Source: an optimization exercise on an open RTL-to-GDS flow (aim: small area, a short achievable clock period and few clock cycles per item). Production flows keep margins and buffers that such runs may drop. Function was not checked in any run shown here: the RTL went through the layout flow alone. Power figures rest on the tool's default switching activity, not on a simulated workload.

File: flow/flow/run.sh
#!/bin/bash
# The standard ORFS layout, with the smallest buffer as the port buffer
# cell (every input and output port still gets its own buffer).
set -euo pipefail
bash standard.sh "BUFFER_PORTS_ARGS=-buffer_cell sky130_fd_sc_hd__buf_1" finish > standard_flow.log 2>&1
File: flow/standard.sh
#!/bin/bash
# synth_recipe.tcl (not shown) runs the flow's synth.tcl, then flattens the netlist and writes it again
# the make line also repeats each setting of config.mk as NAME=value (left out here)
make -C /OpenROAD-flow-scripts/flow DESIGN_CONFIG=/design/flow/config.mk WORK_HOME=/design/flow/orfs CLKGATE_MAP_FILE= SYNTH_SCRIPT=/design/flow/synth_recipe.tcl "${@:-finish}"
File: flow/config.mk
export PLATFORM = sky130hd
export DESIGN_NAME = execCluster
export DESIGN_NICKNAME = execCluster
export VERILOG_FILES = /design/flow/design.v
export SDC_FILE = /design/flow/constraint.sdc
export NUM_CORES = 4
export LEC_CHECK = 0
export ABC_CLOCK_PERIOD_IN_PS = 2000
export CAP_MARGIN = 20
export CORE_MARGIN = 2
export CORE_UTILIZATION = 50
export CTS_CLUSTER_DIAMETER = 100
export CTS_CLUSTER_SIZE = 30
export PLACE_DENSITY = 0.65
export SETUP_SLACK_MARGIN = 3.3
export SLEW_MARGIN = 20
File: flow/constraint.sdc
create_clock -name core_clock -period 6.5 [get_ports {clk}]
set_input_delay 1.3000 -clock core_clock [delete_from_list [all_inputs] [get_ports {clk}]]
set_output_delay 1.3000 -clock core_clock [all_outputs]
set_load 0.01 [all_outputs]
File: flow/design.v
package isaPkg;
    localparam logic [5:0] OP_RTYPE = 6'h00;
    localparam logic [5:0] OP_BLTZ  = 6'h01;
    localparam logic [5:0] OP_J     = 6'h02;
    localparam logic [5:0] OP_JAL   = 6'h03;
    localparam logic [5:0] OP_BEQ   = 6'h04;
    localparam logic [5:0] OP_BNE   = 6'h05;
    localparam logic [5:0] OP_BLEZ  = 6'h06;
    localparam logic [5:0] OP_BGTZ  = 6'h07;
    localparam logic [5:0] OP_ADDI  = 6'h08;
    localparam logic [5:0] OP_ADDIU = 6'h09;
    localparam logic [5:0] OP_SLTI  = 6'h0a;
    localparam logic [5:0] OP_SLTIU = 6'h0b;
    localparam logic [5:0] OP_ANDI  = 6'h0c;
    localparam logic [5:0] OP_LUI   = 6'h0f;
    localparam logic [5:0] OP_LW    = 6'h23;
    localparam logic [5:0] OP_SW    = 6'h2b;
    localparam logic [5:0] FN_SLL  = 6'h00;
    localparam logic [5:0] FN_SRL  = 6'h02;
    localparam logic [5:0] FN_SRA  = 6'h03;
    localparam logic [5:0] FN_JR   = 6'h08;
    localparam logic [5:0] FN_JALR = 6'h09;
    localparam logic [5:0] FN_ADD  = 6'h20;
    localparam logic [5:0] FN_ADDU = 6'h21;
    localparam logic [5:0] FN_SUB  = 6'h22;
    localparam logic [5:0] FN_SUBU = 6'h23;
    localparam logic [5:0] FN_AND  = 6'h24;
    localparam logic [5:0] FN_OR   = 6'h25;
    localparam logic [5:0] FN_XOR  = 6'h26;
    localparam logic [5:0] FN_NOR  = 6'h27;
    localparam logic [5:0] FN_SLT  = 6'h2a;
    localparam logic [5:0] FN_SLTU = 6'h2b;
    localparam logic [2:0] PC_SEQ    = 3'b000;
    localparam logic [2:0] PC_BRANCH = 3'b001;
    localparam logic [2:0] PC_JUMP   = 3'b010;
    localparam logic [2:0] PC_REG    = 3'b011;
    localparam logic [2:0] PC_IRQ    = 3'b100;
    localparam logic [2:0] PC_EXC    = 3'b101;
    localparam logic [1:0] DST_RT    = 2'b00;
    localparam logic [1:0] DST_RD    = 2'b01;
    localparam logic [1:0] DST_LINK  = 2'b10;
    localparam logic [1:0] DST_TRAP  = 2'b11;
    localparam logic [1:0] WB_ALU    = 2'b00;
    localparam logic [1:0] WB_MEM    = 2'b01;
    localparam logic [1:0] WB_LINK   = 2'b10;
    localparam logic [1:0] WB_PC     = 2'b11;
    localparam logic [31:0] IRQ_VECTOR = 32'h8000_0004;
    localparam logic [31:0] EXC_VECTOR = 32'h8000_0008;
    localparam logic [4:0]  TRAP_REG   = 5'd26;
    localparam logic [4:0]  LINK_REG   = 5'd31;
    typedef enum logic [5:0] {
        ALU_ADD = 6'b000000, ALU_SUB = 6'b000001,
        ALU_AND = 6'b011000, ALU_OR  = 6'b011110,
        ALU_XOR = 6'b010110, ALU_NOR = 6'b010001,
        ALU_SLL = 6'b100000, ALU_SRL = 6'b100001,
        ALU_SRA = 6'b100011, ALU_LT  = 6'b110101,
        ALU_EQ  = 6'b110011, ALU_NE  = 6'b110001,
        ALU_LEZ = 6'b111101, ALU_GTZ = 6'b111111,
        ALU_LTZ = 6'b111011
    } aluFun_t;
    typedef struct packed {
        logic [5:0] opcode;
        logic [4:0] rs;
        logic [4:0] rt;
        logic [4:0] rd;
        logic [4:0] shamt;
        logic [5:0] funct;
    } rInstr_t;
    typedef struct packed {
        logic [5:0]  opcode;
        logic [4:0]  rs;
        logic [4:0]  rt;
        logic [15:0] imm16;
    } iInstr_t;
    typedef union packed {
        rInstr_t r;
        iInstr_t i;
    } instr_t;  
    typedef struct packed {
        logic [2:0] pcSrc;
        logic       sign;
        logic       regWrite;
        logic [1:0] regDst;
        logic       memRead;
        logic       memWrite;
        logic [1:0] memToReg;
        logic       aluSrc1;
        logic       aluSrc2;
        logic       extOp;
        logic       luOp;
        aluFun_t    aluFun;
    } ctrl_t;
endpackage
package pipePkg;
    localparam int NUM_LANES = 4;
    localparam int LANE_W    = (NUM_LANES > 1) ? $clog2(NUM_LANES) : 1;
    typedef struct packed {
        logic [31:0]    instr;      
        logic [31:0]    pc;
        logic [31:0]    rsVal;
        logic [31:0]    rtVal;
        logic           irq;
    } issue_t;
    typedef struct packed {
        logic        regWrite;
        logic [4:0]  wbReg;
        logic [31:0] wbVal;      
        logic        memRead;
        logic        memWrite;
        logic [31:0] memAddr;
        logic [31:0] storeData;
        logic [31:0] nextPc;
        logic        trap;
    } result_t;
    localparam int ISSUE_W  = 129;     
    localparam int RESULT_W = 137;     
    function automatic logic [LANE_W-1:0] nextLane(input logic [LANE_W-1:0] idx);
        nextLane = (idx == LANE_W'(NUM_LANES - 1)) ? '0 : idx + 1'b1;
    endfunction
endpackage
`timescale 1ns/1ns
module execCluster
(
    input  logic           clk,
    input  logic           rst,
    input  logic           inValid,
    output logic           inReady,
    input  logic [128:0]   inPkt,      
    output logic           outValid,
    input  logic           outReady,
    output logic [136:0]   outPkt      
);
    logic [128:0] nx;     
    logic [31:0] iIns, iPc, iRs, iRt, iRtRev, iB, iX, iA, iSImm;
    logic        iIrq, iIsR, iIsBr, iSub, iCi, iEq, iRsZero, iTk, iSelLog, iSelSh;
    logic [5:0]  iOp, iFn;
    logic [15:0] iImm, iF;
    assign iIns  = nx[128:97];
    assign iPc   = nx[96:65];
    assign iRs   = nx[64:33];
    assign iRt   = nx[32:1];
    assign iIrq  = nx[0];
    assign iOp   = iIns[31:26];
    assign iFn   = iIns[5:0];
    assign iImm  = iIns[15:0];
    assign iSImm = {{16{iImm[15]}}, iImm};
    assign iIsR  = (iOp == 6'h00);
    assign iIsBr = (iOp == 6'h01) | (iOp[5:2] == 4'b0001);
    assign iSub  = iIsR ? (iFn == 6'h22 || iFn == 6'h23 || iFn == 6'h2a || iFn == 6'h2b)
                        : (iOp == 6'h0a || iOp == 6'h0b);
    always_comb begin
        for (int i = 0; i < 32; i++) iRtRev[i] = iRt[31-i];
    end
    assign iB    = iIsR ? ((iFn == 6'h00) ? iRtRev : iRt) : iIsBr ? {iSImm[29:0], 2'b00} : (iOp == 6'h0f) ? {iImm, 16'd0}
                 : (iOp == 6'h0c) ? {16'd0, iImm} : iSImm;
    assign iX    = iB ^ {32{iSub}};
    assign iCi   = iSub | iIsBr;
    assign iA    = iIsBr ? {iPc[31:2], 2'b11} : iRs;
    assign iF    = iIsR ? iIns[15:0] : iIns[31:16];
    assign iSelLog = iIsR ? (iFn[5:2] == 4'b1001) : (iOp == 6'h0c);        
    assign iSelSh  = iIsR & (iFn == 6'h00 || iFn == 6'h02 || iFn == 6'h03);  
    assign iEq     = (iRs == iRt);
    assign iRsZero = (iRs == 32'd0);
    always_comb begin
        case (iOp[2:0])
            3'b100:  iTk = iEq;                    
            3'b101:  iTk = ~iEq;                   
            3'b110:  iTk = iRs[31] | iRsZero;      
            3'b111:  iTk = ~iRs[31] & ~iRsZero;    
            default: iTk = iRs[31];                
        endcase
    end
    localparam int HD_W = 150;
    logic [HD_W-1:0] hdNext;
    assign hdNext = {iSelLog, iSelSh, iIsR, iCi, iTk, iF, iRt, iX, iPc, iA, iIrq};
    logic [HD_W-1:0]   hd;
    logic [128:0]      r0, r1;
    logic              vh;
    logic [1:0]        occ;      
    logic              wp, rp;   
    logic              take, acc, hdLoad, fromRing;
    logic [1:0]        occNext;
    logic              rdy;      
    assign inReady  = rdy;
    assign acc      = inValid & inReady;
    assign take     = vh & (~outValid | outReady);
    assign hdLoad   = take | ~vh;                 
    assign fromRing = |occ;
    assign nx = rp ? r1 : r0;
    assign occNext = (occ & ~({rp, ~rp} & {2{hdLoad & fromRing}})) | ({wp, ~wp} & {2{acc}});
    always_ff @(posedge clk) begin
        if (hdLoad)  hd <= hdNext;
        if (!occ[0]) r0 <= inPkt;
        if (!occ[1]) r1 <= inPkt;
    end
    always_ff @(posedge clk) begin
        if (rst) begin
            vh  <= 1'b0;
            occ <= 2'b00;
            rdy <= 1'b1;
            wp  <= 1'b0;
            rp  <= 1'b0;
        end else begin
            if (hdLoad) vh <= fromRing;
            occ <= occNext;
            rdy <= ~&occNext;
            if (acc)                 wp <= ~wp;
            if (hdLoad && fromRing)  rp <= ~rp;
        end
    end
    logic        isR, ci, tk, irq, hSelLog, hSelSh;
    logic [15:0] f;
    logic [31:0] rt, x, pc, rs;
    logic [5:0]  op, fn;
    logic [4:0]  sh;
    assign {hSelLog, hSelSh, isR, ci, tk, f, rt, x, pc, rs, irq} = hd;     
    assign op = isR ? 6'h00 : f[15:10];
    assign fn = f[5:0];
    assign sh = f[10:6];
    logic isBr, isJ, isJal, isAndi, isSlti, isSltiu, isLw, isSw, legal, trap;
    logic fnAnd, fnOr, fnXor, fnNor, fnSll, fnSrl, fnSra, fnSlt, fnSltu, fnJr, fnJalr;
    assign isBr    = (op == 6'h01) | (op[5:2] == 4'b0001);
    assign isJ     = (op == 6'h02);
    assign isJal   = (op == 6'h03);
    assign isAndi  = (op == 6'h0c);
    assign isSlti  = (op == 6'h0a);
    assign isSltiu = (op == 6'h0b);
    assign isLw    = (op == 6'h23);
    assign isSw    = (op == 6'h2b);
    assign legal   = (op[5:4] == 2'b00 && op[3:0] != 4'hd && op[3:0] != 4'he) | isLw | isSw;
    assign trap    = irq | ~legal;
    assign fnAnd  = (fn == 6'h24);
    assign fnOr   = (fn == 6'h25);
    assign fnXor  = (fn == 6'h26);
    assign fnNor  = (fn == 6'h27);
    assign fnSll  = (fn == 6'h00);
    assign fnSrl  = (fn == 6'h02);
    assign fnSra  = (fn == 6'h03);
    assign fnSlt  = (fn == 6'h2a);
    assign fnSltu = (fn == 6'h2b);
    assign fnJr   = (fn == 6'h08);
    assign fnJalr = (fn == 6'h09);
    logic [31:0] ap, ag, s0, s1;
    logic [7:0]  bg, bp;
    logic [8:0]  G0, P0, G1, P1, G2, P2, G3, P3, G4;
    logic [32:0] sum;
    logic        ltS, ltU;
    assign ap = rs ^ x;
    assign ag = rs & x;
    always_comb begin
        for (int k = 0; k < 8; k++) begin
            logic [3:0] pp, gg, c0, c1;
            pp = ap[4*k +: 4];
            gg = ag[4*k +: 4];
            bg[k] = gg[3] | (pp[3] & gg[2]) | (pp[3] & pp[2] & gg[1]) | (pp[3] & pp[2] & pp[1] & gg[0]);
            bp[k] = &pp;
            c0 = {gg[2] | (pp[2] & gg[1]) | (pp[2] & pp[1] & gg[0]), gg[1] | (pp[1] & gg[0]), gg[0], 1'b0};
            c1 = {gg[2] | (pp[2] & gg[1]) | (pp[2] & pp[1] & gg[0]) | (pp[2] & pp[1] & pp[0]),
                  gg[1] | (pp[1] & gg[0]) | (pp[1] & pp[0]), gg[0] | pp[0], 1'b1};
            s0[4*k +: 4] = pp ^ c0;
            s1[4*k +: 4] = pp ^ c1;
        end
    end
    assign G0 = {bg, ci};     
    assign P0 = {bp, 1'b0};
    always_comb begin
        for (int i = 0; i < 9; i++) begin
            G1[i] = (i >= 1) ? (G0[i] | (P0[i] & G0[i-1])) : G0[i];
            P1[i] = (i >= 1) ? (P0[i] & P0[i-1])           : P0[i];
        end
        for (int i = 0; i < 9; i++) begin
            G2[i] = (i >= 2) ? (G1[i] | (P1[i] & G1[i-2])) : G1[i];
            P2[i] = (i >= 2) ? (P1[i] & P1[i-2])           : P1[i];
        end
        for (int i = 0; i < 9; i++) begin
            G3[i] = (i >= 4) ? (G2[i] | (P2[i] & G2[i-4])) : G2[i];
            P3[i] = (i >= 4) ? (P2[i] & P2[i-4])           : P2[i];
        end
        for (int i = 0; i < 9; i++) begin
            G4[i] = (i >= 8) ? (G3[i] | (P3[i] & G3[i-8])) : G3[i];
        end
        for (int k = 0; k < 8; k++) sum[4*k +: 4] = G4[k] ? s1[4*k +: 4] : s0[4*k +: 4];     
        sum[32] = G4[8];     
    end
    assign ltU = ~sum[32];
    assign ltS = (rs[31] ^ x[31] ^ ci) ? rs[31] : ltU;
    logic [31:0] pc4, brPc;
    assign pc4  = {pc[31:2] + 30'd1, pc[1:0]};
    assign brPc = {sum[31:2], pc[1:0]};
    logic [31:0] shMid, shOut;
    logic        shFill;
    assign shFill = fn[0] & x[31];
    always_comb begin
        shMid = x;
        for (int k = 0; k < 5; k++)
            if (sh[k]) shMid = (shMid >> (1 << k)) | ({32{shFill}} << (32 - (1 << k)));
        for (int i = 0; i < 32; i++) shOut[i] = fn[1] ? shMid[i] : shMid[31-i];
    end
    logic [31:0] logicY;
    always_comb begin
        case ({isR, fn[1:0]})
            3'b101:  logicY = rs | x;
            3'b110:  logicY = rs ^ x;
            3'b111:  logicY = ~(rs | x);
            default: logicY = rs & x;
        endcase
    end
    logic selSum, selLog, selSh, selLtS, selLtU, selTk;
    always_comb begin
        selSum = 1'b0; selLog = 1'b0; selSh = 1'b0; selLtS = 1'b0; selLtU = 1'b0; selTk = 1'b0;
        if (isR) begin
            if (fnAnd | fnOr | fnXor | fnNor)  selLog = 1'b1;
            else if (fnSll | fnSrl | fnSra)    selSh  = 1'b1;
            else if (fnSlt)                    selLtS = 1'b1;
            else if (fnSltu)                   selLtU = 1'b1;
            else                               selSum = 1'b1;
        end else if (isBr)                     selTk  = 1'b1;
        else if (isAndi)                       selLog = 1'b1;
        else if (isSlti)                       selLtS = 1'b1;
        else if (isSltiu)                      selLtU = 1'b1;
        else                                   selSum = 1'b1;
    end
    logic        regWrite, wbAlu;
    logic [4:0]  wbReg;
    logic [31:0] wbOther;
    always_comb begin
        regWrite = 1'b1;
        wbReg    = f[4:0];
        wbAlu    = 1'b1;
        wbOther  = pc4;
        if (irq) begin
            wbReg   = 5'd26;
            wbAlu   = 1'b0;
            wbOther = pc;
        end else if (!legal) begin
            wbReg   = 5'd26;
            wbAlu   = 1'b0;
        end else if (isR) begin
            wbReg    = f[15:11];
            regWrite = ~fnJr;
            wbAlu    = ~fnJalr;
        end else if (isBr | isJ | isSw) begin
            regWrite = 1'b0;
        end else if (isJal) begin
            wbReg = 5'd31;
            wbAlu = 1'b0;
        end else if (isLw) begin
            wbAlu   = 1'b0;
            wbOther = 32'd0;
        end
    end
    logic [31:0] alu, aluOther;
    always_comb begin
        aluOther    = ({32{hSelLog}} & logicY) | ({32{hSelSh}} & shOut);
        aluOther[0] = aluOther[0] | (selTk & tk);
        alu         = selSum ? sum[31:0] : aluOther;
        alu[0]      = alu[0] | (selLtS & ltS) | (selLtU & ltU);
    end
    logic [31:0] wbVal, wbRest;
    always_comb begin
        wbRest   = wbAlu ? aluOther : wbOther;
        wbVal    = (wbAlu & selSum) ? sum[31:0] : wbRest;
        wbVal[0] = wbVal[0] | (wbAlu & ((selLtS & ltS) | (selLtU & ltU)));
    end
    logic [31:0] nextPc, nextPcOther;
    logic        brSel;
    assign brSel = isBr & tk & ~irq;
    always_comb begin
        if (irq)                            nextPcOther = 32'h8000_0004;
        else if (!legal)                    nextPcOther = 32'h8000_0008;
        else if (isR && (fnJr | fnJalr))    nextPcOther = rs;
        else if (isJ | isJal)               nextPcOther = {pc4[31:28], f[9:0], x[15:0], 2'b00};
        else                                nextPcOther = pc4;
    end
    assign nextPc = brSel ? brPc : nextPcOther;
    always_ff @(posedge clk) begin
        if (rst) begin
            outValid <= 1'b0;
        end else if (~outValid | outReady) begin
            outValid <= vh;
        end
    end
    always_ff @(posedge clk) begin
        if (take) begin
            outPkt <= {regWrite, wbReg, wbVal, isLw, isSw, alu, rt, nextPc, trap};
        end
    end
endmodule
==> results.sh, run 1 <==
export IMPL_status="finished clean"
export IMPL_area_growth_pct=12.80
export IMPL_io_buffers=271
export IMPL_worst_clock_skew_ns=0.03613
export IMPL_totalPowerFinal_w=0.01222
export IMPL_ant_nets=0
export IMPL_ctsHoldBuffers=0
export IMPL_nets=2874
export IMPL_period_share_pct=50.34
export IMPL_ctsRootBufferMaster="clkbuf_16"
export IMPL_worst_slack_ns=3.228
export IMPL_ir_worst_vdd_mv=0.2592
export IMPL_drv_cap=0
export IMPL_drt_pass1_iter_count=6
export IMPL_clkLatencyLatePin_ns=0.61
export IMPL_drive_above_1_share_pct=13.94
export IMPL_grt_usage_pct=33.61
export IMPL_postSynthCellCount=2412
export IMPL_clkSlewWorstSetupHoldPaths_ns=0.11
export IMPL_grt_antenna_before_repair=0
export IMPL_finalWirelength_mm=102.9
export IMPL_post_place_ws_ns=2.183
export IMPL_syn_cell_area_sq_um=29120
export IMPL_viasPerCell=6.422
export IMPL_finalSetupTns_ns=0
export IMPL_dp_hpwl_mm=73.48
export IMPL_cts_buffers_inserted=23
export IMPL_ys_warn_count=1
export IMPL_die_w_microns=245.3
export IMPL_start_util_pct=50.57
export IMPL_num_rows=88
export IMPL_htree_levels=1
export IMPL_critical_path_class="flip-flop to flip-flop"
export IMPL_antenna_cells=0
export IMPL_ys_seq_area_share_pct=56.68
export IMPL_start_kind="flip-flop"
export IMPL_drc_errors=0
export IMPL_grt_pass1_wl_mm=146.1
export IMPL_gp_congestion=0.9705
export IMPL_grt_max_degree=138
export IMPL_cp_required_ns=6.96
export IMPL_finalHoldViolations=0
export IMPL_hold_class="flip-flop to flip-flop"
export IMPL_worstMarginPinSlew_ns=1.115
export IMPL_synth_edf_count=545
export IMPL_fmax_ghz=0.3056
export IMPL_crit_chain="buf_4, bufbuf_16, o21bai_1, a31oi_1, o221ai_1, nor2_1, a311oi_1, o31a_1, nand2_1, o21ai_1"
export IMPL_crit_slowest_cell="a311oi_1"
export IMPL_core_area_sq_um=57590
export IMPL_synth_avg_cell_area_sq_um=12.07
export IMPL_die_h_microns=245.3
export IMPL_synth_cell_types=83
export IMPL_end_kind="flip-flop"
export IMPL_clock_sinks=552
export IMPL_setup_violations=0
export IMPL_ys_async_sr_fraction_pct=0
export IMPL_slew_viol_final=0
export IMPL_p_per_area_nw_per_um2=372.1
export IMPL_slowest_delay_ns=0.79
export IMPL_synth_seq_cells=552
export IMPL_leakagePower_nw=11.70
export IMPL_slew_headroom_pct=25.66
export IMPL_grt_pass1_vias=20607
export IMPL_cts_tree="yes"
export IMPL_wl_per_cell_microns=29.84
export IMPL_rsz0062_at_grt="yes"
export IMPL_grt_overflow=0
export IMPL_die_area_sq_um=60190
export IMPL_ys_flop_type="edfxtp_1"
export IMPL_vias=22142
export IMPL_cp_arrival_ns=3.74
export IMPL_worstPathMaxFanout=20
export IMPL_clk_path_buf_depth=3
export IMPL_first_iter_violations=3032
export IMPL_syn_nets=2610
export IMPL_io_pins=272
export IMPL_fin_crit_ns=3.272
## layout by cell type (no fill, tap or decap), types with 59 or more instances in the layout
master	n
mux2_2	80
buf_4	90
nor2_1	185
a21oi_1	203
nand2_1	117
o22ai_1	59
edfxtp_1	545
buf_1	271
xnor2_1	63
inv_1	106
mux2i_1	114
o21ai_0	88
## state kept, by name, indices dropped and copies added, names as in the netlist
name / cells
rp: 1
r1: 129
occ: 2
hd: 150
r0: 129
outValid: 1
outPkt: 137
rdy: 1
wp: 1
vh: 1
## path summary, 6_finish.rpt
kind	depth (start not counted)	from	slack, ns	endpoint
min	0	hd[110]	0.43	outPkt[46]
min reg2reg	0	hd[110]	0.43	outPkt[46]
max reg2reg	10	hd[135]	3.23	outPkt[107]
max	10	hd[135]	3.23	outPkt[107]
## per-stage QoR
stage          cells  cell area (sq um)  utilization (%)  hold WS, ns
3_5_place_dp    3333              30800            53.49       0.4057
5_1_grt         3448              32850            57.04       0.4366
2_1_floorplan   2412              29150                -       0.4003
4_1_cts         3430              32350            56.17       0.4296
6_report        3448              32850            57.04       0.4265
3_3_place_gp    3333              30800            53.49       0.4031
## metal layers
layer	part of all wire [%]	track usage, %	wire length (microns)
met2	45	52.51	46640
met3	8.5	4.005	8773
met5	0	0	0
met4	5.3	15.22	5478
met1	41	47.39	41990
## synth_stat cells (all sizes together), types with 20 or more instances
master,number,area (sq um)
ha,65,813.3
mux2i,124,1254
nor4,24,150.1
xnor2,65,569.3
nor2,189,709.4
mux2,91,1028
a211oi,60,460.4
inv,113,424.2
xor2,56,490.5
nand2,122,457.9
a21oi,211,1060
a22o,23,201.4
a21o,26,195.2
mux4,39,878.3
o21a,20,150.1
o22ai,59,369.1
o21ai,111,555.5
edfxtp,545,16370
nor3,26,135.1
clkbuf,93,349.1
nand3,44,220.2
buf,55,292.8
## cell families after synthesis
family / after synthesis / share of synthesized area [%]
AO/OA/AOI/OAI: 652 / 14.35
flip-flops: 552 / 56.68
AND/OR/NAND/NOR: 505 / 8.000
buffers and inverters: 263 / 3.686
multiplexers: 254 / 10.85
XOR/XNOR: 121 / 3.639
adder cells (fa/ha/maj): 65 / 2.793
## timing repair
| item | 4_1_cts | 5_1_grt |
|---|---|---|
| gates resized for setup | 63 | 67 |
| buffers inserted | 62 | 16 |
| endpoints found under the setup margin | 169 | 81 |
| cloned | 3 | 2 |
| pin swaps | 4 | 5 |
## cell type report
| cell class | instances | area [sq um] |
|---|---|---|
| Clock inverter | 9 | 121.4 |
| Timing Repair inverter | 1 | 7.507 |
| Multi-Input combinational cell | 1597 | 12090 |
| Clock buffer | 23 | 575.6 |
| Tap cell | 765 | 957.2 |
| Fill cell | 4766 | 24740 |
| Inverter | 115 | 451.7 |
| Sequential cell | 552 | 16510 |
| Timing Repair Buffer | 386 | 2135 |
## critical path, delay by kind of cell (launching register included)
kind / cells / cell delay, ns
AOI/OAI and AO/OA: 6 / 2.12
and+or+nand+nor: 2 / 0.16
DFF: 1 / 0.38
buffers and inverters: 2 / 0.48
## report_power, final
| group | switching [W] | total [W] | leakage, nW | internal [W] |
|---|---|---|---|---|
| Clock | 0.00107 | 0.00181 | 0.340 | 0.000741 |
| Combinational | 0.00333 | 0.00536 | 5.77 | 0.00203 |
| Sequential | 0.000454 | 0.00505 | 5.59 | 0.00459 |
==> run 2, diff against run 1 <==
--- a/flow/config.mk
+++ b/flow/config.mk
@@ -12,5 +12,5 @@
 export CTS_CLUSTER_DIAMETER = 100
 export CTS_CLUSTER_SIZE = 30
 export PLACE_DENSITY = 0.65
-export SETUP_SLACK_MARGIN = 3.3
+export SETUP_SLACK_MARGIN = 3.6
 export SLEW_MARGIN = 20
==> results.sh, run 2 <==
export IMPL_status="finished clean"
export IMPL_synth_avg_cell_area_sq_um=12.07
export IMPL_hp_start="hd[98]"
export IMPL_ys_seq_area_share_pct=56.68
export IMPL_drive_above_1_share_pct=22.62
export IMPL_rsz0062_at_grt="yes"
export IMPL_start_kind="flip-flop"
export IMPL_p_sw_w=0.005309
export IMPL_finalWirelength_mm=102.4
export IMPL_fin_worst_hold_slack_ns=0.4321
export IMPL_yosys_area_share_adder_pct=2.793
export IMPL_muxShareOfSynthArea_pct=10.85
export IMPL_min_to="outPkt[34]"
export IMPL_top_register="hd"
export IMPL_crit_slowest_cell="edfxtp_1"
export IMPL_regArea_sq_um=16510
export IMPL_ir_worst_vdd_mv=0.3217
export IMPL_yosys_area_share_simple_pct=8.000
export IMPL_io_buffers=271
export IMPL_post_place_ws_ns=2.689
export IMPL_worst_slack_ns=3.361
export IMPL_end_kind="flip-flop"
export IMPL_drt_pass1_iter_count=8
export IMPL_worstPathMaxFanout=8
export IMPL_crit_chain="mux4_2, mux4_2, nand2_1, o21ai_1, mux2_4, a211oi_2, a21oi_2, mux2_2"
export IMPL_reg2reg_to="outPkt[105]"
export IMPL_worstHoldPathCells=0
export IMPL_slew_viol_final=0
export IMPL_ys_warn_count=1
export IMPL_finalSetupTns_ns=0
export IMPL_multi_input_area_sq_um=13450
export IMPL_synth_edf_count=545
export IMPL_p_sw_share_pct=39.60
export IMPL_viasPerCell=6.387
export IMPL_synth_area_leader_cell="edfxtp_1"
export IMPL_clk_path_buf_depth=3
export IMPL_p_per_area_nw_per_um2=379.9
export IMPL_htree_levels=1
export IMPL_cp_arrival_ns=3.54
export IMPL_syn_cell_area_sq_um=29120
export IMPL_grt_pass1_vias=21337
export IMPL_grt_pass1_wl_mm=144.5
export IMPL_setup_violations=0
export IMPL_grt_antenna_before_repair=5
export IMPL_slew_headroom_pct=31.77
export IMPL_cp_required_ns=6.90
export IMPL_synth_cell_types=83
export IMPL_die_area_sq_um=60190
export IMPL_pwr_share_clk_pct=14.0
export IMPL_grt_overflow=0
export IMPL_clkSlewWorstSetupHoldPaths_ns=0.11
export IMPL_cts_tree="yes"
export IMPL_postLayoutCoreUtil_pct=61.29
export IMPL_layout_common_cells="545 x edfxtp_1, 271 x buf_1, 186 x a21oi_1"
export IMPL_cpMostUsedCell="mux4_2"
export IMPL_worstMarginPinSlew_ns=1.023
export IMPL_synth_seq_cells=552
export IMPL_hold_class="flip-flop to flip-flop"
export IMPL_critical_path_class="flip-flop to flip-flop"
export IMPL_vias=22763
export IMPL_ctsRootBufferMaster="clkbuf_16"
export IMPL_fmax_ghz=0.3186
export IMPL_drc_errors=0
export IMPL_slowest_delay_ns=0.64
export IMPL_p_comb_share_pct=48.4
export IMPL_seqPwrFrac_pct=37.6
export IMPL_synth_most_common_cell="edfxtp_1"
export IMPL_num_rows=88
export IMPL_io_pins=272
export IMPL_finalHoldViolations=0
export IMPL_die_w_microns=245.3
export IMPL_largest_register_ffs=150
export IMPL_num_fill_cells=4651
export IMPL_syn_nets=2610
export IMPL_postSynthCellCount=2412
export IMPL_drv_cap=0
export IMPL_dp_hpwl_mm=70.44
export IMPL_synth_top_family_by_area="compound AO/OA/AOI/OAI gates"
export IMPL_gp_congestion=1.008
export IMPL_synth_compound_area_share_pct=14.35
export IMPL_reg2reg_depth=8
export IMPL_nets=2980
export IMPL_synthTopCellsByCount="545 x edfxtp_1, 210 x a21oi_1, 189 x nor2_1"
export IMPL_yosys_area_top_type_share_pct=56.20
export IMPL_clock_sinks=552
export IMPL_leakagePower_nw=12.58
export IMPL_final_common_cell="edfxtp_1"
export IMPL_period_share_pct=48.29
export IMPL_top_regs="hd: 150 flops, outPkt: 137 flops"
export IMPL_wl_per_cell_microns=28.73
export IMPL_first_iter_violations=2562
export IMPL_start_util_pct=50.57
export IMPL_ys_flop_type="edfxtp_1"
export IMPL_grt_max_degree=132
export IMPL_p_int_w=0.008098
export IMPL_rrSetupSlack_ns=3.36
export IMPL_grt_usage_pct=32.90
export IMPL_worstReg2RegStart="hd[91]"
export IMPL_cts_buffers_inserted=24
export IMPL_synth_xor_area_share_pct=3.639
export IMPL_die_h_microns=245.3
export IMPL_core_area_sq_um=57590
export IMPL_ctsHoldBuffers=0
export IMPL_area_growth_pct=21.20
export IMPL_synthTopCellsByArea="edfxtp_1 56%, mux2i_1 4.2%, a21oi_1 3.6%"
export IMPL_ys_async_sr_fraction_pct=0
export IMPL_clkLatencyLatePin_ns=0.64
export IMPL_fin_crit_ns=3.139
export IMPL_ant_nets=0
export IMPL_worst_clock_skew_ns=0.02728
## run 2: cell counts after synthesis
Identical to the previous run, type by type.
## run 2: metrics by stage
step	instances	total power [W]	instance area, sq um
floorplan	2412	0.007952	29150
global placement	3339	0.009573	30850
detailed placement	3339	0.009617	30850
CTS	3503	0.01250	33830
global route	3563	0.01386	35290
finish	3564	0.01341	35290
## run 2: worst max-delay path by stage
| stage | startpoint | end | slack (ns) | cells past startpoint |
|---|---|---|---|---|
| 6_report | hd[91] | outPkt[105] | 3.36 | 8 |
| 5_1_grt | hd[135] | outPkt[105] | 3.33 | 9 |
| 4_1_cts | hd[67] | outPkt[120] | 3.39 | 12 |
| 3_5_place_dp | hd[147] | outPkt[120] | 2.69 | 9 |
| 3_3_place_gp | rp | hd[86] | 2.68 | 7 |
| 2_1_floorplan | outReady | outPkt[0] | 2.70 | 2 |
## run 2: layout make-up
| cell class | count | share of cell area [%] |
|---|---|---|
| diodes | 1 | 0.007090 |
| clock buffers | 35 | 1.819 |
| clock inverters | 7 | 0.3403 |
| inverters | 115 | 1.290 |
| multi-input cells | 1599 | 38.12 |
| flip-flops and latches | 552 | 46.78 |
| well taps | 765 | 2.712 |
| repair buffers | 490 | 8.930 |
## run 2: what timing repair did
action / in CTS / in global routing
endpoints found under the setup margin: 138 / 118
pin swaps: 49 / 72
gates resized for setup: 248 / 172
gates cloned: 7 / 5
setup buffers: 115 / 55
## run 2: kinds of logic after synthesis
logic type / Yosys count
AO/OA/AOI/OAI: 652
XOR/XNOR: 121
adder cells (fa/ha/maj): 65
buffers and inverters: 263
flip-flops: 552
multiplexers: 254
AND/OR/NAND/NOR: 505
## run 2: critical path, delay by kind of cell (launching register included)
| kind | cells | cell delay, ns |
|---|---|---|
| AO/OA/AOI/OAI | 3 | 0.55 |
| flip-flops | 1 | 0.64 |
| multiplexers | 4 | 1.63 |
| AND/OR/NAND/NOR | 1 | 0.08 |
## run 2: metal layers
layer  track usage [%]  wire length, microns  vias to the layer above  part of all wire, %
met2             50.77                 46320                     1403                   45
met4             16.79                  6437                        2                  6.3
met1             44.64                 39760                    11145                   39
li1                  -                     -                     9908                    -
met5                 0                    13                        -                0.013
met3             6.188                  9859                      305                  9.6
## run 2: power by group through the flow
stage	combinational, W	clock, W	sequential (W)
2_1_floorplan	0.00301	0	0.00495
3_3_place_gp	0.00436	0	0.00521
3_5_place_dp	0.00439	0	0.00523
4_1_cts	0.00556	0.00191	0.00503
5_1_grt	0.00678	0.00201	0.00506
6_report	0.00649	0.00188	0.00504
==> run 3, diff against run 2 <==
--- a/flow/design.v
+++ b/flow/design.v
@@ -131,7 +131,7 @@
     output logic [136:0]   outPkt      
 );
     logic [128:0] nx;     
-    logic [31:0] iIns, iPc, iRs, iRt, iRtRev, iB, iX, iA, iSImm;
+    logic [31:0] iIns, iPc, iRs, iRt, iRtRev, iB, iX, iA, iSImm, iShPre;
     logic        iIrq, iIsR, iIsBr, iSub, iCi, iEq, iRsZero, iTk, iSelLog, iSelSh;
     logic [5:0]  iOp, iFn;
     logic [15:0] iImm, iF;
@@ -151,7 +151,16 @@
     always_comb begin
         for (int i = 0; i < 32; i++) iRtRev[i] = iRt[31-i];
     end
-    assign iB    = iIsR ? ((iFn == 6'h00) ? iRtRev : iRt) : iIsBr ? {iSImm[29:0], 2'b00} : (iOp == 6'h0f) ? {iImm, 16'd0}
+    always_comb begin
+        logic [31:0] t;
+        logic        fill;
+        t    = (iFn == 6'h00) ? iRtRev : iRt;
+        fill = iFn[0] & iRt[31];
+        for (int k = 0; k < 2; k++)
+            if (iIns[6+k]) t = (t >> (1 << k)) | ({32{fill}} << (32 - (1 << k)));
+        iShPre = t;
+    end
+    assign iB    = iIsR ? ((iFn == 6'h00 || iFn == 6'h02 || iFn == 6'h03) ? iShPre : iRt) : iIsBr ? {iSImm[29:0], 2'b00} : (iOp == 6'h0f) ? {iImm, 16'd0}
                  : (iOp == 6'h0c) ? {16'd0, iImm} : iSImm;
     assign iX    = iB ^ {32{iSub}};
     assign iCi   = iSub | iIsBr;
@@ -292,7 +301,7 @@
     assign shFill = fn[0] & x[31];
     always_comb begin
         shMid = x;
-        for (int k = 0; k < 5; k++)
+        for (int k = 2; k < 5; k++)
             if (sh[k]) shMid = (shMid >> (1 << k)) | ({32{shFill}} << (32 - (1 << k)));
         for (int i = 0; i < 32; i++) shOut[i] = fn[1] ? shMid[i] : shMid[31-i];
     end
--- a/flow/config.mk
+++ b/flow/config.mk
@@ -12,5 +12,5 @@
 export CTS_CLUSTER_DIAMETER = 100
 export CTS_CLUSTER_SIZE = 30
 export PLACE_DENSITY = 0.65
-export SETUP_SLACK_MARGIN = 3.6
+export SETUP_SLACK_MARGIN = 3.3
 export SLEW_MARGIN = 20
==> results.sh, run 3 <==
export IMPL_synth_cell_types=78
export IMPL_grt_usage_pct=31.46
export IMPL_synthTopCellsByArea="edfxtp_1 57%, mux2i_1 5.8%, mux2_2 3.6%"
export IMPL_syn_nets=2577
export IMPL_reg2reg_to="outPkt[128]"
export IMPL_ys_seq_area_share_pct=57.48
export IMPL_first_iter_violations=2520
export IMPL_start_util_pct=50.73
export IMPL_fin_crit_ns=3.504
export IMPL_setup_violations=0
export IMPL_clkSlewWorstSetupHoldPaths_ns=0.11
export IMPL_crit_start="hd[79]"
export IMPL_layout_common_cells="545 x edfxtp_1, 271 x buf_1, 175 x nand2_1"
export IMPL_ys_async_sr_fraction_pct=0
export IMPL_drt_pass1_iter_count=6
export IMPL_slew_viol_final=0
export IMPL_slew_headroom_pct=20.09
export IMPL_critPathCapture="outPkt[128]"
export IMPL_cp_required_ns=6.89
export IMPL_wl_per_cell_microns=28.28
export IMPL_drc_errors=0
export IMPL_dp_cells=3292
export IMPL_postSynthCellCount=2379
export IMPL_die_w_microns=243.7
export IMPL_start_kind="flip-flop"
export IMPL_die_h_microns=243.7
export IMPL_cp_arrival_ns=3.89
export IMPL_synth_area_leader_cell="edfxtp_1"
export IMPL_core_area_sq_um=56600
export IMPL_critical_path_class="flip-flop to flip-flop"
export IMPL_vias=21958
export IMPL_num_fill_cells=4682
export IMPL_reg2reg_depth=12
export IMPL_worstMarginPinSlew_ns=1.165
export IMPL_worst_clock_skew_ns=0.04247
export IMPL_clk_path_buf_depth=3
export IMPL_hold_class="flip-flop to flip-flop"
export IMPL_synthTopCellsByCount="545 x edfxtp_1, 181 x a21oi_1, 180 x nand2_1"
export IMPL_cts_buffers_inserted=24
export IMPL_grt_pass1_wl_mm=138.2
export IMPL_yosys_area_top_type_share_pct=56.99
export IMPL_ctsHoldBuffers=0
export IMPL_finalSetupTns_ns=0
export IMPL_antenna_cells=0
export IMPL_period_share_pct=53.90
export IMPL_num_rows=87
export IMPL_post_place_ws_ns=1.936
export IMPL_largest_register_ffs=150
export IMPL_ant_nets=0
export IMPL_leakagePower_nw=11.92
export IMPL_gp_congestion=0.9948
export IMPL_end_kind="flip-flop"
export IMPL_grt_pass1_vias=20663
export IMPL_fmax_ghz=0.2854
export IMPL_final_cells=3450
export IMPL_ys_flop_type="edfxtp_1"
export IMPL_synth_edf_count=545
export IMPL_viasPerCell=6.365
export IMPL_syn_cell_area_sq_um=28720
export IMPL_ys_warn_count=1
export IMPL_finalWirelength_mm=97.56
export IMPL_drv_cap=0
export IMPL_synth_most_common_cell="edfxtp_1"
export IMPL_clkLatencyLatePin_ns=0.64
export IMPL_finalHoldViolations=0
export IMPL_io_buffers=271
export IMPL_worst_slack_ns=2.996
export IMPL_synth_avg_cell_area_sq_um=12.07
export IMPL_cts_tree="yes"
export IMPL_grt_max_degree=138
export IMPL_rsz0062_at_grt="yes"
export IMPL_grt_antenna_before_repair=0
export IMPL_nets=2878
export IMPL_final_common_cell="edfxtp_1"
export IMPL_ir_worst_vdd_mv=0.2708
export IMPL_htree_levels=1
export IMPL_rrSetupSlack_ns=3.00
export IMPL_drive_above_1_share_pct=17.19
export IMPL_top_register="hd"
export IMPL_status="finished clean"
export IMPL_ctsRootBufferMaster="clkbuf_16"
export IMPL_die_area_sq_um=59370
export IMPL_p_per_area_nw_per_um2=352.8
export IMPL_synth_seq_cells=552
export IMPL_dp_hpwl_mm=68.08
export IMPL_clock_sinks=552
export IMPL_worstPathMaxFanout=5
export IMPL_area_growth_pct=16.53
export IMPL_grt_overflow=0
export IMPL_top_regs="hd: 150 flops, outPkt: 137 flops"
export IMPL_worstReg2RegStart="hd[79]"
export IMPL_io_pins=272
## run 3: cell count changes after synthesis, sizes merged, moves of 11 or more
| cell | change |
|---|---|
| o21a | +30 |
| mux2i | +43 |
| and2 | -12 |
| inv | -20 |
| a21oi | -30 |
| mux4 | -24 |
| clkbuf | +18 |
| nor2 | -66 |
| nor3 | +11 |
| o22ai | -22 |
| o21ai | +41 |
| buf | -15 |
| nand3 | -16 |
| nand2 | +59 |
## run 3: cell type report
class	count	area [sq um]	area share [%]
timing repair buffer	421	2414	7.213
multi-input combinational	1587	12450	37.21
sequential	552	16510	49.34
clock buffer	34	648.1	1.937
tap	756	945.9	2.827
clock inverter	6	122.6	0.3664
timing repair inverter	1	5.005	0.01496
inverter	93	367.9	1.099
## run 3: cells by family after synthesis
group | count (synthesis) | synth area share, %
buffers and inverters | 244 | 3.398
adders and majority gates | 65 | 2.832
xor gates and xnor gates | 127 | 3.873
DFF | 552 | 57.48
AOI/OAI and AO/OA | 647 | 14.16
muxes | 277 | 10.75
and+or+nand+nor | 467 | 7.507
## run 3: per-layer routing
| layer | vias up | global-route usage [%] | part of all wire (%) |
|---|---|---|---|
| li1 | 9622 | - | - |
| met2 | 1251 | 51.73 | 47 |
| met5 | - | 0 | 0 |
| met3 | 246 | 4.836 | 8.4 |
| met1 | 10839 | 42.01 | 39 |
| met4 | 0 | 12.55 | 5.3 |
## run 3: how the worst min path moves through the flow
stage / from / slack [ns] / depth (start not counted) / end
final: hd[114] / 0.43 / 0 / outPkt[50]
after global routing: hd[114] / 0.44 / 0 / outPkt[50]
after global placement: hd[127] / 0.40 / 0 / outPkt[63]
after detailed placement: hd[114] / 0.41 / 0 / outPkt[50]
after floorplan: hd[97] / 0.40 / 0 / outPkt[33]
after CTS: hd[114] / 0.43 / 0 / outPkt[50]
## run 3: power by group
part           switching, W  internal, W  total [W]
logic               0.00293      0.00198    0.00491
clock network       0.00113     0.000737    0.00187
registers          0.000454      0.00458    0.00504
## run 3: per-stage QoR
stage          instance area [sq um]  power [W]  hold slack [ns]  utilization (%)
2_1_floorplan                  28750   0.007527           0.4003                -
3_3_place_gp                   30450   0.008887           0.4024            53.79
3_5_place_dp                   30450   0.008944           0.4062            53.79
4_1_cts                        32380    0.01129           0.4333            57.20
5_1_grt                        33460    0.01224           0.4400            59.12
6_report                       33460    0.01181           0.4313            59.12
## run 3: worst max-delay path, stage by stage (launching register included)
cell	delay, ns
edfxtp_1	0.59
inv_2	0.12
ha_4	0.30
nand4_1	0.19
or3_1	0.38
a211o_4	0.31
a311oi_4	0.22
buf_6	0.17
a21bo_4	0.21
nand2_4	0.10
nor4b_4	0.35
nor4b_2	0.11
o21a_1	0.19
## run 3: repair_timing
item                                    4_1_cts  5_1_grt
buffers inserted                             63       47
gates resized for setup                     117      123
endpoints found under the hold margin         0        0
pin swaps                                    31       43
endpoints found under the setup margin      162      106
cloned                                        3        5
==> run 4, diff against run 3 <==
--- a/flow/config.mk
+++ b/flow/config.mk
@@ -8,9 +8,9 @@
 export ABC_CLOCK_PERIOD_IN_PS = 2000
 export CAP_MARGIN = 20
 export CORE_MARGIN = 2
-export CORE_UTILIZATION = 50
+export CORE_UTILIZATION = 60
 export CTS_CLUSTER_DIAMETER = 100
 export CTS_CLUSTER_SIZE = 30
-export PLACE_DENSITY = 0.65
+export PLACE_DENSITY = 0.7
 export SETUP_SLACK_MARGIN = 3.3
 export SLEW_MARGIN = 20
==> results.sh, run 4 <==
export IMPL_core_area_sq_um=47450
export IMPL_finalWirelength_mm=95.82
export IMPL_synth_seq_cells=552
export IMPL_slew_viol_final=0
export IMPL_slew_headroom_pct=29.73
export IMPL_finalHoldViolations=0
export IMPL_syn_cell_area_sq_um=28720
export IMPL_die_w_microns=222.8
export IMPL_vias=22065
export IMPL_io_pins=272
export IMPL_ant_nets=0
export IMPL_area_growth_pct=14.40
export IMPL_drc_errors=0
export IMPL_totalPowerFinal_w=0.01170
export IMPL_drv_cap=0
export IMPL_cts_tree="yes"
export IMPL_dp_cells=3151
export IMPL_grt_overflow=0
export IMPL_status="finished clean"
export IMPL_gp_congestion=0.9697
export IMPL_drive_above_1_share_pct=15.49
export IMPL_reg2reg_depth=6
export IMPL_worstMarginPinSlew_ns=1.054
export IMPL_critical_path_class="flip-flop to flip-flop"
export IMPL_dp_hpwl_mm=66.58
export IMPL_fmax_ghz=0.2912
export IMPL_cp_required_ns=6.82
export IMPL_synth_edf_count=545
export IMPL_postLayoutCoreUtil_pct=69.25
export IMPL_start_kind="flip-flop"
export IMPL_clkLatencyLatePin_ns=0.63
export IMPL_ir_worst_vdd_mv=0.3397
export IMPL_hold_class="flip-flop to flip-flop"
export IMPL_ys_async_sr_fraction_pct=0
export IMPL_finalSetupTns_ns=0
export IMPL_htree_levels=1
export IMPL_grt_usage_pct=37.57
export IMPL_p_per_area_nw_per_um2=356.2
export IMPL_rrSetupSlack_ns=3.07
export IMPL_postSynthCellCount=2379
export IMPL_end_kind="flip-flop"
export IMPL_clock_sinks=552
export IMPL_num_rows=80
export IMPL_worst_clock_skew_ns=0.04496
export IMPL_worst_slack_ns=3.066
export IMPL_die_area_sq_um=49630
export IMPL_clk_path_buf_depth=3
export IMPL_top_regs="hd: 150 flops, outPkt: 137 flops"
export IMPL_clkSlewWorstSetupHoldPaths_ns=0.11
export IMPL_grt_pass1_wl_mm=136.9
export IMPL_ys_warn_count=1
export IMPL_leakagePower_nw=11.92
export IMPL_ctsRootBufferMaster="clkbuf_16"
export IMPL_worstPathMaxFanout=27
export IMPL_ys_seq_area_share_pct=57.48
export IMPL_drt_pass1_iter_count=8
export IMPL_post_place_ws_ns=2.033
export IMPL_synthTopCellsByCount="545 x edfxtp_1, 181 x a21oi_1, 180 x nand2_1"
export IMPL_die_h_microns=222.8
export IMPL_nets=2869
export IMPL_crit_slowest_cell="nand2_2"
export IMPL_final_common_cell="edfxtp_1"
export IMPL_layout_common_cells="545 x edfxtp_1, 271 x buf_1, 175 x nand2_1"
export IMPL_fin_crit_ns=3.434
export IMPL_ctsHoldBuffers=0
export IMPL_synth_avg_cell_area_sq_um=12.07
export IMPL_ys_flop_type="edfxtp_1"
export IMPL_synth_most_common_cell="edfxtp_1"
export IMPL_top_register="hd"
export IMPL_start_util_pct=60.53
export IMPL_syn_nets=2577
export IMPL_synthTopCellsByArea="edfxtp_1 57%, mux2i_1 5.8%, mux2_2 3.6%"
export IMPL_largest_register_ffs=150
export IMPL_grt_pass1_vias=21093
export IMPL_final_cells=3300
export IMPL_io_buffers=271
export IMPL_grt_antenna_before_repair=2
export IMPL_antenna_cells=0
export IMPL_first_iter_violations=3184
export IMPL_viasPerCell=6.686
export IMPL_synth_cell_types=78
export IMPL_rsz0062_at_grt="yes"
export IMPL_yosys_area_top_type_share_pct=56.99
export IMPL_grt_max_degree=138
export IMPL_period_share_pct=52.83
export IMPL_setup_violations=0
export IMPL_crit_chain="buf_4, inv_1, o21bai_1, nand4_1, nand2_2, o22ai_1"
export IMPL_cp_arrival_ns=3.76
export IMPL_wl_per_cell_microns=29.04
export IMPL_cts_buffers_inserted=24
export IMPL_slowest_delay_ns=0.81
export IMPL_synth_area_leader_cell="edfxtp_1"
export IMPL_worstHoldPathCells=0
[run 4: cell counts after synthesis]
Identical to the previous run, type by type.
[run 4: logic make-up after synthesis]
kind of cell | Yosys count | share of synthesized area [%]
muxes | 277 | 10.75
DFF | 552 | 57.48
buffers and inverters | 244 | 3.398
xor gates and xnor gates | 127 | 3.873
adders and majority gates | 65 | 2.832
AOI/OAI and AO/OA | 647 | 14.16
and+or+nand+nor | 467 | 7.507
[run 4: where the power goes]
group | switching [W] | leakage [nW] | internal, W
registers | 0.000449 | 5.59 | 0.00458
clock network | 0.00113 | 0.358 | 0.000729
logic | 0.00288 | 5.98 | 0.00194
[run 4: layer usage]
metal / up-vias / track usage, % / part of all wire [%]
li1: 9600 / - / -
met3: 299 / 5.845 / 8.8
met4: 2 / 19.46 / 6.4
met1: 10786 / 50.51 / 39
met5: - / 0 / 0.014
met2: 1378 / 59.63 / 46
[run 4: timing repair]
action	4_1_cts	5_1_grt
setup buffers	70	31
resized for setup	117	58
cloned	3	4
pin swaps	34	34
setup endpoints to repair	163	92
[run 4: final timing paths]
path         startpoint          to
max reg2reg     hd[139]  outPkt[12]
min             hd[110]  outPkt[46]
min reg2reg     hd[110]  outPkt[46]
max             hd[139]  outPkt[12]
[run 4: area by class of cell]
cell class	count	area [sq um]
well taps	615	769.5
fillers	3416	14590
repair buffers	414	2406
clock inverters	6	116.4
flip-flops and latches	552	16510
multi-input cells	1586	12060
clock buffers	34	638.1
inverters	93	359.1
[run 4: through the flow]
step | hold WS (ns) | instance area, sq um
floorplan | 0.4003 | 28750
global placement | 0.4043 | 30270
detailed placement | 0.4054 | 30270
CTS | 0.4100 | 32230
global route | 0.4266 | 32850
finish | 0.4038 | 32850
[run 4: critical path: cells and delay by family, from the launching register on]
family | cells | cell delay, ns
compound gates | 2 | 0.56
buf+inv | 2 | 0.75
flops | 1 | 0.35
simple gates | 2 | 1.43
==> run 5, diff against run 4 <==
--- a/flow/design.v
+++ b/flow/design.v
@@ -133,6 +133,7 @@
     logic [128:0] nx;     
     logic [31:0] iIns, iPc, iRs, iRt, iRtRev, iB, iX, iA, iSImm, iShPre;
     logic        iIrq, iIsR, iIsBr, iSub, iCi, iEq, iRsZero, iTk, iSelLog, iSelSh;
+    logic        iLegal, iSelSum, iNRs, iNJump, iTrap, iWbAlu, iBrSel;
     logic [5:0]  iOp, iFn;
     logic [15:0] iImm, iF;
     assign iIns  = nx[128:97];
@@ -179,9 +180,17 @@
             default: iTk = iRs[31];                
         endcase
     end
-    localparam int HD_W = 150;
+    assign iLegal  = (iOp[5:4] == 2'b00 && iOp[3:0] != 4'hd && iOp[3:0] != 4'he) | (iOp == 6'h23) | (iOp == 6'h2b);
+    assign iTrap   = iIrq | ~iLegal;
+    assign iSelSum = iIsR ? ~(iSelLog | iSelSh | iFn == 6'h2a || iFn == 6'h2b)
+                          : ~(iIsBr | iOp == 6'h0c || iOp == 6'h0a || iOp == 6'h0b);
+    assign iNRs    = ~iTrap & iIsR & (iFn == 6'h08 || iFn == 6'h09);          
+    assign iNJump  = ~iIrq & (iOp == 6'h02 || iOp == 6'h03);                  
+    assign iWbAlu  = ~iTrap & ~(iIsR & iFn == 6'h09) & (iOp != 6'h03) & (iOp != 6'h23);
+    assign iBrSel  = iIsBr & iTk & ~iIrq;
+    localparam int HD_W = 156;
     logic [HD_W-1:0] hdNext;
-    assign hdNext = {iSelLog, iSelSh, iIsR, iCi, iTk, iF, iRt, iX, iPc, iA, iIrq};
+    assign hdNext = {iSelSum, iNRs, iNJump, iTrap, iWbAlu, iBrSel, iSelLog, iSelSh, iIsR, iCi, iTk, iF, iRt, iX, iPc, iA, iIrq};
     logic [HD_W-1:0]   hd;
     logic [128:0]      r0, r1;
     logic              vh;
@@ -217,12 +226,12 @@
             if (hdLoad && fromRing)  rp <= ~rp;
         end
     end
-    logic        isR, ci, tk, irq, hSelLog, hSelSh;
+    logic        isR, ci, tk, irq, hSelLog, hSelSh, hSelSum, hNRs, hNJump, hTrap, hWbAlu, hBrSel;
     logic [15:0] f;
     logic [31:0] rt, x, pc, rs;
     logic [5:0]  op, fn;
     logic [4:0]  sh;
-    assign {hSelLog, hSelSh, isR, ci, tk, f, rt, x, pc, rs, irq} = hd;     
+    assign {hSelSum, hNRs, hNJump, hTrap, hWbAlu, hBrSel, hSelLog, hSelSh, isR, ci, tk, f, rt, x, pc, rs, irq} = hd;     
     assign op = isR ? 6'h00 : f[15:10];
     assign fn = f[5:0];
     assign sh = f[10:6];
@@ -362,23 +371,23 @@
     always_comb begin
         aluOther    = ({32{hSelLog}} & logicY) | ({32{hSelSh}} & shOut);
         aluOther[0] = aluOther[0] | (selTk & tk);
-        alu         = selSum ? sum[31:0] : aluOther;
+        alu         = hSelSum ? sum[31:0] : aluOther;
         alu[0]      = alu[0] | (selLtS & ltS) | (selLtU & ltU);
     end
     logic [31:0] wbVal, wbRest;
     always_comb begin
-        wbRest   = wbAlu ? aluOther : wbOther;
-        wbVal    = (wbAlu & selSum) ? sum[31:0] : wbRest;
-        wbVal[0] = wbVal[0] | (wbAlu & ((selLtS & ltS) | (selLtU & ltU)));
+        wbRest   = hWbAlu ? aluOther : wbOther;
+        wbVal    = (hWbAlu & hSelSum) ? sum[31:0] : wbRest;
+        wbVal[0] = wbVal[0] | (hWbAlu & ((selLtS & ltS) | (selLtU & ltU)));
     end
     logic [31:0] nextPc, nextPcOther;
     logic        brSel;
-    assign brSel = isBr & tk & ~irq;
+    assign brSel = hBrSel;
     always_comb begin
         if (irq)                            nextPcOther = 32'h8000_0004;
-        else if (!legal)                    nextPcOther = 32'h8000_0008;
-        else if (isR && (fnJr | fnJalr))    nextPcOther = rs;
-        else if (isJ | isJal)               nextPcOther = {pc4[31:28], f[9:0], x[15:0], 2'b00};
+        else if (hTrap)                     nextPcOther = 32'h8000_0008;
+        else if (hNRs)                      nextPcOther = rs;
+        else if (hNJump)                    nextPcOther = {pc4[31:28], f[9:0], x[15:0], 2'b00};
         else                                nextPcOther = pc4;
     end
     assign nextPc = brSel ? brPc : nextPcOther;
==> results.sh, run 5 <==
export IMPL_synth_most_common_cell="edfxtp_1"
export IMPL_wl_per_cell_microns=29.78
export IMPL_grt_antenna_before_repair=1
export IMPL_synth_area_leader_cell="edfxtp_1"
export IMPL_fin_worst_hold_slack_ns=0.4249
export IMPL_hold_class="flip-flop to flip-flop"
export IMPL_ant_nets=0
export IMPL_reg2reg_to="outPkt[128]"
export IMPL_end_kind="flip-flop"
export IMPL_drt_pass1_iter_count=14
export IMPL_die_area_sq_um=50440
export IMPL_ctsRootBufferMaster="clkbuf_16"
export IMPL_worstReg2RegStart="hd[80]"
export IMPL_critical_path_class="flip-flop to flip-flop"
export IMPL_leakagePower_nw=11.89
export IMPL_vias=22736
export IMPL_rsz0062_at_grt="yes"
export IMPL_post_place_ws_ns=2.150
export IMPL_worst_slack_ns=3.197
export IMPL_grt_pass1_vias=21357
export IMPL_first_iter_violations=3344
export IMPL_grt_pass1_wl_mm=142.5
export IMPL_drv_cap=0
export IMPL_worstMarginPinSlew_ns=1.234
export IMPL_min_to="outPkt[45]"
export IMPL_ys_warn_count=1
export IMPL_fin_crit_ns=3.303
export IMPL_synthTopCellsByCount="551 x edfxtp_1, 198 x a21oi_1, 192 x nand2_1"
export IMPL_period_share_pct=50.81
export IMPL_die_h_microns=224.6
export IMPL_grt_overflow=0
export IMPL_start_kind="flip-flop"
export IMPL_finalWirelength_mm=100.5
export IMPL_drive_above_1_share_pct=14.17
export IMPL_io_buffers=271
export IMPL_top_regs="hd: 156 flops, outPkt: 137 flops"
export IMPL_crit_start="hd[80]"
export IMPL_htree_levels=1
export IMPL_synthTopCellsByArea="edfxtp_1 57%, mux2i_1 5.8%, a21oi_1 3.4%"
export IMPL_top_register="hd"
export IMPL_num_rows=80
export IMPL_core_area_sq_um=47850
export IMPL_ys_seq_area_share_pct=57.15
export IMPL_gp_congestion=1.046
export IMPL_nets=2944
export IMPL_grt_max_degree=138
export IMPL_setup_violations=0
export IMPL_postSynthCellCount=2457
export IMPL_synth_avg_cell_area_sq_um=11.88
export IMPL_slew_headroom_pct=17.73
export IMPL_p_per_area_nw_per_um2=357.6
export IMPL_fmax_ghz=0.3028
export IMPL_io_pins=272
export IMPL_p_comb_share_pct=41.0
export IMPL_p_sw_w=0.004627
export IMPL_seqPwrFrac_pct=43.0
export IMPL_synth_seq_cells=558
export IMPL_clkLatencyLatePin_ns=0.62
export IMPL_ir_worst_vdd_mv=0.2854
export IMPL_syn_nets=2655
export IMPL_p_sw_share_pct=39.17
export IMPL_yosys_area_top_type_share_pct=56.67
export IMPL_cts_buffers_inserted=24
export IMPL_ys_flop_type="edfxtp_1"
export IMPL_worstHoldPathCells=0
export IMPL_regArea_sq_um=16690
export IMPL_clkSlewWorstSetupHoldPaths_ns=0.12
export IMPL_cp_required_ns=6.87
export IMPL_cp_arrival_ns=3.67
export IMPL_synth_cell_types=81
export IMPL_cts_tree="yes"
export IMPL_start_util_pct=61.02
export IMPL_largest_register_ffs=156
export IMPL_worstPathMaxFanout=3
export IMPL_rrSetupSlack_ns=3.20
export IMPL_slew_viol_final=0
export IMPL_finalHoldViolations=0
export IMPL_reg2reg_depth=13
export IMPL_viasPerCell=6.735
export IMPL_worst_clock_skew_ns=0.02333
export IMPL_clk_path_buf_depth=3
export IMPL_p_int_w=0.007186
export IMPL_dp_hpwl_mm=68.88
export IMPL_finalSetupTns_ns=0
export IMPL_syn_cell_area_sq_um=29200
export IMPL_num_fill_cells=3510
export IMPL_clock_sinks=558
export IMPL_multi_input_area_sq_um=12220
export IMPL_placed_area_sq_um=30710
export IMPL_synth_edf_count=551
export IMPL_grt_usage_pct=38.91
export IMPL_pwr_share_clk_pct=16.0
export IMPL_fin_area_sq_um=33030
export IMPL_drc_errors=0
export IMPL_final_common_cell="edfxtp_1"
export IMPL_layout_common_cells="551 x edfxtp_1, 271 x buf_1, 189 x nand2_1"
export IMPL_die_w_microns=224.6
export IMPL_area_growth_pct=13.15
export IMPL_status="finished clean"
export IMPL_ys_async_sr_fraction_pct=0
export IMPL_hp_start="hd[109]"
[run 5: changes by cell type in the layout (fill, tap and decap cells not counted), sizes merged, moves of 10 or more]
cell    change
nor3       -13
xnor2      -10
a31oi      -21
nand2      +11
nand2b     +10
a211oi     -24
a21oi      +18
nor2       +47
buf        -13
o21ai      +32
xor2       +22
[run 5: area by class of cell]
type	instances	share of cell area, %
repair inverters	2	0.04166
repair buffers	399	6.571
multi-input cells	1657	36.99
well taps	615	2.329
clock inverters	6	0.2803
inverters	104	1.299
clock buffers	34	1.962
flip-flops and latches	558	50.52
diodes	1	0.007575
[run 5: how the worst max path moves through the flow]
stage / slack (ns) / cells past startpoint / end
after CTS: 3.17 / 11 / hd[81]
final: 3.20 / 13 / outPkt[128]
after detailed placement: 2.15 / 9 / hd[78]
after global placement: 2.16 / 7 / hd[81]
after global routing: 3.16 / 11 / outPkt[128]
after floorplan: 2.70 / 2 / outPkt[0]
[run 5: cell families after synthesis]
family / Yosys count / synth area share (%)
simple gates: 521 / 7.976
fa+ha+maj: 65 / 2.786
flops: 558 / 57.15
compound gates: 652 / 13.92
mux: 275 / 10.54
buf+inv: 247 / 3.454
xor+xnor: 139 / 4.170
[run 5: stage by stage]
step,utilization (%),cells,power (W)
3_5_place_dp,64.18,3233,0.009149
5_1_grt,69.04,3375,0.01215
6_report,69.04,3376,0.01181
2_1_floorplan,-,2457,0.007594
3_3_place_gp,64.18,3233,0.009116
4_1_cts,67.63,3325,0.01139
[run 5: repair_timing]
action / CTS / global route
gates cloned: 4 / 5
setup buffers: 48 / 45
hold buffers: 0 / 0
setup endpoints to repair: 123 / 88
endpoints found under the hold margin: 0 / 0
resized for setup: 79 / 79
pin swaps: 15 / 23
[run 5: worst max-delay path: stages, from the launching register on]
cell and delay [ns]:
edfxtp_1 0.51, inv_2 0.08, ha_4 0.28, nand4_1 0.12, nand2b_4 0.19, buf_4 0.14
o22ai_4 0.21, o41ai_4 0.14, buf_4 0.18, o311ai_4 0.28, mux2i_2 0.31, xnor2_2 0.18
a21oi_2 0.13, mux2_4 0.30
[run 5: metal layers]
metal / global-route usage [%] / vias to the layer above / share of wire (%)
li1: - / 9790 / -
met1: 52.71 / 11022 / 38
met2: 61.03 / 1615 / 45
met3: 5.265 / 309 / 9.6
met4: 22.17 / 0 / 7.2
met5: 0 / - / 0
[run 5: power groups by stage]
stage          combinational (W)  clock (W)  sequential, W
4_1_cts                  0.00443    0.00190        0.00506
2_1_floorplan            0.00263          0        0.00496
3_3_place_gp             0.00396          0        0.00516
3_5_place_dp             0.00398          0        0.00517
6_report                 0.00484    0.00189        0.00508
5_1_grt                  0.00506    0.00200        0.00510
==> run 6, diff against run 5 <==
--- a/flow/config.mk
+++ b/flow/config.mk
@@ -8,9 +8,9 @@
 export ABC_CLOCK_PERIOD_IN_PS = 2000
 export CAP_MARGIN = 20
 export CORE_MARGIN = 2
-export CORE_UTILIZATION = 60
+export CORE_UTILIZATION = 50
 export CTS_CLUSTER_DIAMETER = 100
 export CTS_CLUSTER_SIZE = 30
-export PLACE_DENSITY = 0.7
+export PLACE_DENSITY = 0.65
 export SETUP_SLACK_MARGIN = 3.3
 export SLEW_MARGIN = 20
==> results.sh, run 6 <==
export IMPL_cts_tree="yes"
export IMPL_synthTopCellsByArea="edfxtp_1 57%, mux2i_1 5.8%, a21oi_1 3.4%"
export IMPL_num_rows=88
export IMPL_clk_path_buf_depth=3
export IMPL_slew_viol_final=0
export IMPL_top_register="hd"
export IMPL_grt_pass1_vias=20880
export IMPL_gp_congestion=1.014
export IMPL_start_util_pct=50.60
export IMPL_postLayoutCoreUtil_pct=57.61
export IMPL_fin_crit_ns=3.246
export IMPL_hold_class="flip-flop to flip-flop"
export IMPL_io_buffers=271
export IMPL_slew_headroom_pct=28.46
export IMPL_ant_nets=0
export IMPL_finalHoldViolations=0
export IMPL_viasPerCell=6.257
export IMPL_grt_overflow=0
export IMPL_nets=2931
export IMPL_clkSlewWorstSetupHoldPaths_ns=0.11
export IMPL_fin_area_sq_um=33240
export IMPL_finalWirelength_mm=100.1
export IMPL_vias=21994
export IMPL_synth_seq_cells=558
export IMPL_final_common_cell="edfxtp_1"
export IMPL_drc_errors=0
export IMPL_ys_seq_area_share_pct=57.15
export IMPL_fmax_ghz=0.3081
export IMPL_die_w_microns=245.6
export IMPL_setup_violations=0
export IMPL_slowest_delay_ns=0.59
export IMPL_synth_avg_cell_area_sq_um=11.88
export IMPL_cts_buffers_inserted=25
export IMPL_status="finished clean"
export IMPL_ys_async_sr_fraction_pct=0
export IMPL_ir_worst_vdd_mv=0.2977
export IMPL_synth_most_common_cell="edfxtp_1"
export IMPL_htree_levels=1
export IMPL_largest_register_ffs=156
export IMPL_cp_required_ns=6.99
export IMPL_core_area_sq_um=57700
export IMPL_critical_path_class="flip-flop to flip-flop"
export IMPL_top_regs="hd: 156 flops, outPkt: 137 flops"
export IMPL_grt_antenna_before_repair=1
export IMPL_grt_usage_pct=32.53
export IMPL_period_share_pct=49.94
export IMPL_cp_num_buf_inv=3
export IMPL_die_area_sq_um=60340
export IMPL_yosys_area_top_type_share_pct=56.67
export IMPL_start_kind="flip-flop"
export IMPL_drv_cap=0
export IMPL_worstMarginPinSlew_ns=1.073
export IMPL_synthTopCellsByCount="551 x edfxtp_1, 198 x a21oi_1, 192 x nand2_1"
export IMPL_ys_warn_count=1
export IMPL_p_per_area_nw_per_um2=356.1
export IMPL_finalSetupTns_ns=0
export IMPL_leakagePower_nw=11.86
export IMPL_first_iter_violations=2548
export IMPL_layout_common_cells="551 x edfxtp_1, 271 x buf_1, 190 x nand2_1"
export IMPL_drive_above_1_share_pct=13.86
export IMPL_syn_cell_area_sq_um=29200
export IMPL_clock_sinks=558
export IMPL_worst_clock_skew_ns=0.03178
export IMPL_grt_pass1_wl_mm=143.0
export IMPL_end_kind="flip-flop"
export IMPL_crit_chain="buf_4, inv_1, nor2_2, buf_4, o21ai_0, a21oi_1, a211oi_1, a21oi_1, mux2_2"
export IMPL_postSynthCellCount=2457
export IMPL_synth_cell_types=81
export IMPL_io_pins=272
export IMPL_cp_arrival_ns=3.73
export IMPL_crit_family="buffers and inverters"
export IMPL_dp_hpwl_mm=71.12
export IMPL_num_fill_cells=4859
export IMPL_die_h_microns=245.6
export IMPL_synth_area_leader_cell="edfxtp_1"
export IMPL_wl_per_cell_microns=28.48
export IMPL_ys_flop_type="edfxtp_1"
export IMPL_area_growth_pct=13.85
export IMPL_rsz0062_at_grt="yes"
export IMPL_synth_edf_count=551
export IMPL_drt_pass1_iter_count=6
export IMPL_ctsRootBufferMaster="clkbuf_16"
export IMPL_placed_area_sq_um=30910
export IMPL_clkLatencyLatePin_ns=0.63
export IMPL_syn_nets=2655
export IMPL_crit_slowest_cell="a21oi_1"
export IMPL_grt_max_degree=124
export IMPL_worstPathMaxFanout=36
-- run 6: cells by family after synthesis --
family / Yosys count / share of synthesized area, %
xor gates and xnor gates: 139 / 4.170
DFF: 558 / 57.15
muxes: 275 / 10.54
buffers and inverters: 247 / 3.454
and+or+nand+nor: 521 / 7.976
AOI/OAI and AO/OA: 652 / 13.92
adders and majority gates: 65 / 2.786
-- run 6: worst paths after layout --
check | from | end | slack, ns | depth (start not counted)
worst max register to register | hd[147] | outPkt[102] | 3.25 | 9
worst min register to register | hd[98] | outPkt[34] | 0.43 | 0
worst min-delay path | hd[98] | outPkt[34] | 0.43 | 0
worst max-delay path | hd[147] | outPkt[102] | 3.25 | 9
-- run 6: worst register-to-register path, delay by kind of cell, from the launching register on --
kind            cells  cell delay [ns]
simple gates        1             0.20
buf+inv             3             1.32
mux                 1             0.28
compound gates      4             0.99
flops               1             0.33
-- run 6: metal layers --
metal	track usage, %	part of all wire, %	wire [microns]
met1	44.63	40	39760
met2	51.82	47	46570
met3	4.551	8.5	8525
met4	14.24	5.2	5237
met5	0	0	0
-- run 6: what timing repair did --
action	in CTS	in global routing
buffers inserted	47	34
endpoints found under the setup margin	131	76
pin swaps	11	20
cloned	3	0
resized for setup	77	74
hold buffers	0	0
-- run 6: layout make-up --
cell class	instances	area (sq um)	area share (%)
flip-flops and latches	558	16690	50.21
multi-input cells	1654	12220	36.77
repair buffers	390	2103	6.328
well taps	765	957.2	2.880
clock buffers	35	694.4	2.089
inverters	104	431.7	1.299
clock inverters	8	137.6	0.4141
diodes	1	2.502	0.007529
-- run 6: stage by stage --
step / power [W] / std cells / hold slack, ns / setup slack [ns]
finish: 0.01184 / 3515 / 0.4321 / 3.254
global route: 0.01228 / 3514 / 0.4402 / 3.205
CTS: 0.01150 / 3480 / 0.4325 / 3.175
detailed placement: 0.009189 / 3387 / 0.4045 / 2.215
global placement: 0.009163 / 3387 / 0.4035 / 2.151
floorplan: 0.007594 / 2457 / 0.4003 / 2.704
-- run 6: where the power goes --
| part | internal [W] | switching (W) | total (W) |
|---|---|---|---|
| Clock | 0.000800 | 0.00117 | 0.00197 |
| Combinational | 0.00182 | 0.00295 | 0.00477 |
| Sequential | 0.00462 | 0.000474 | 0.00510 |

Re-timed with assumed drivers on the ports (clkbuf_16 on the clock, buf_2 on other inputs), run 6 has 3.254 ns of setup slack against 3.254 ns with ideal ports, and 3.147 ns once port delays also move by the mid clock arrival of 0.676 ns.
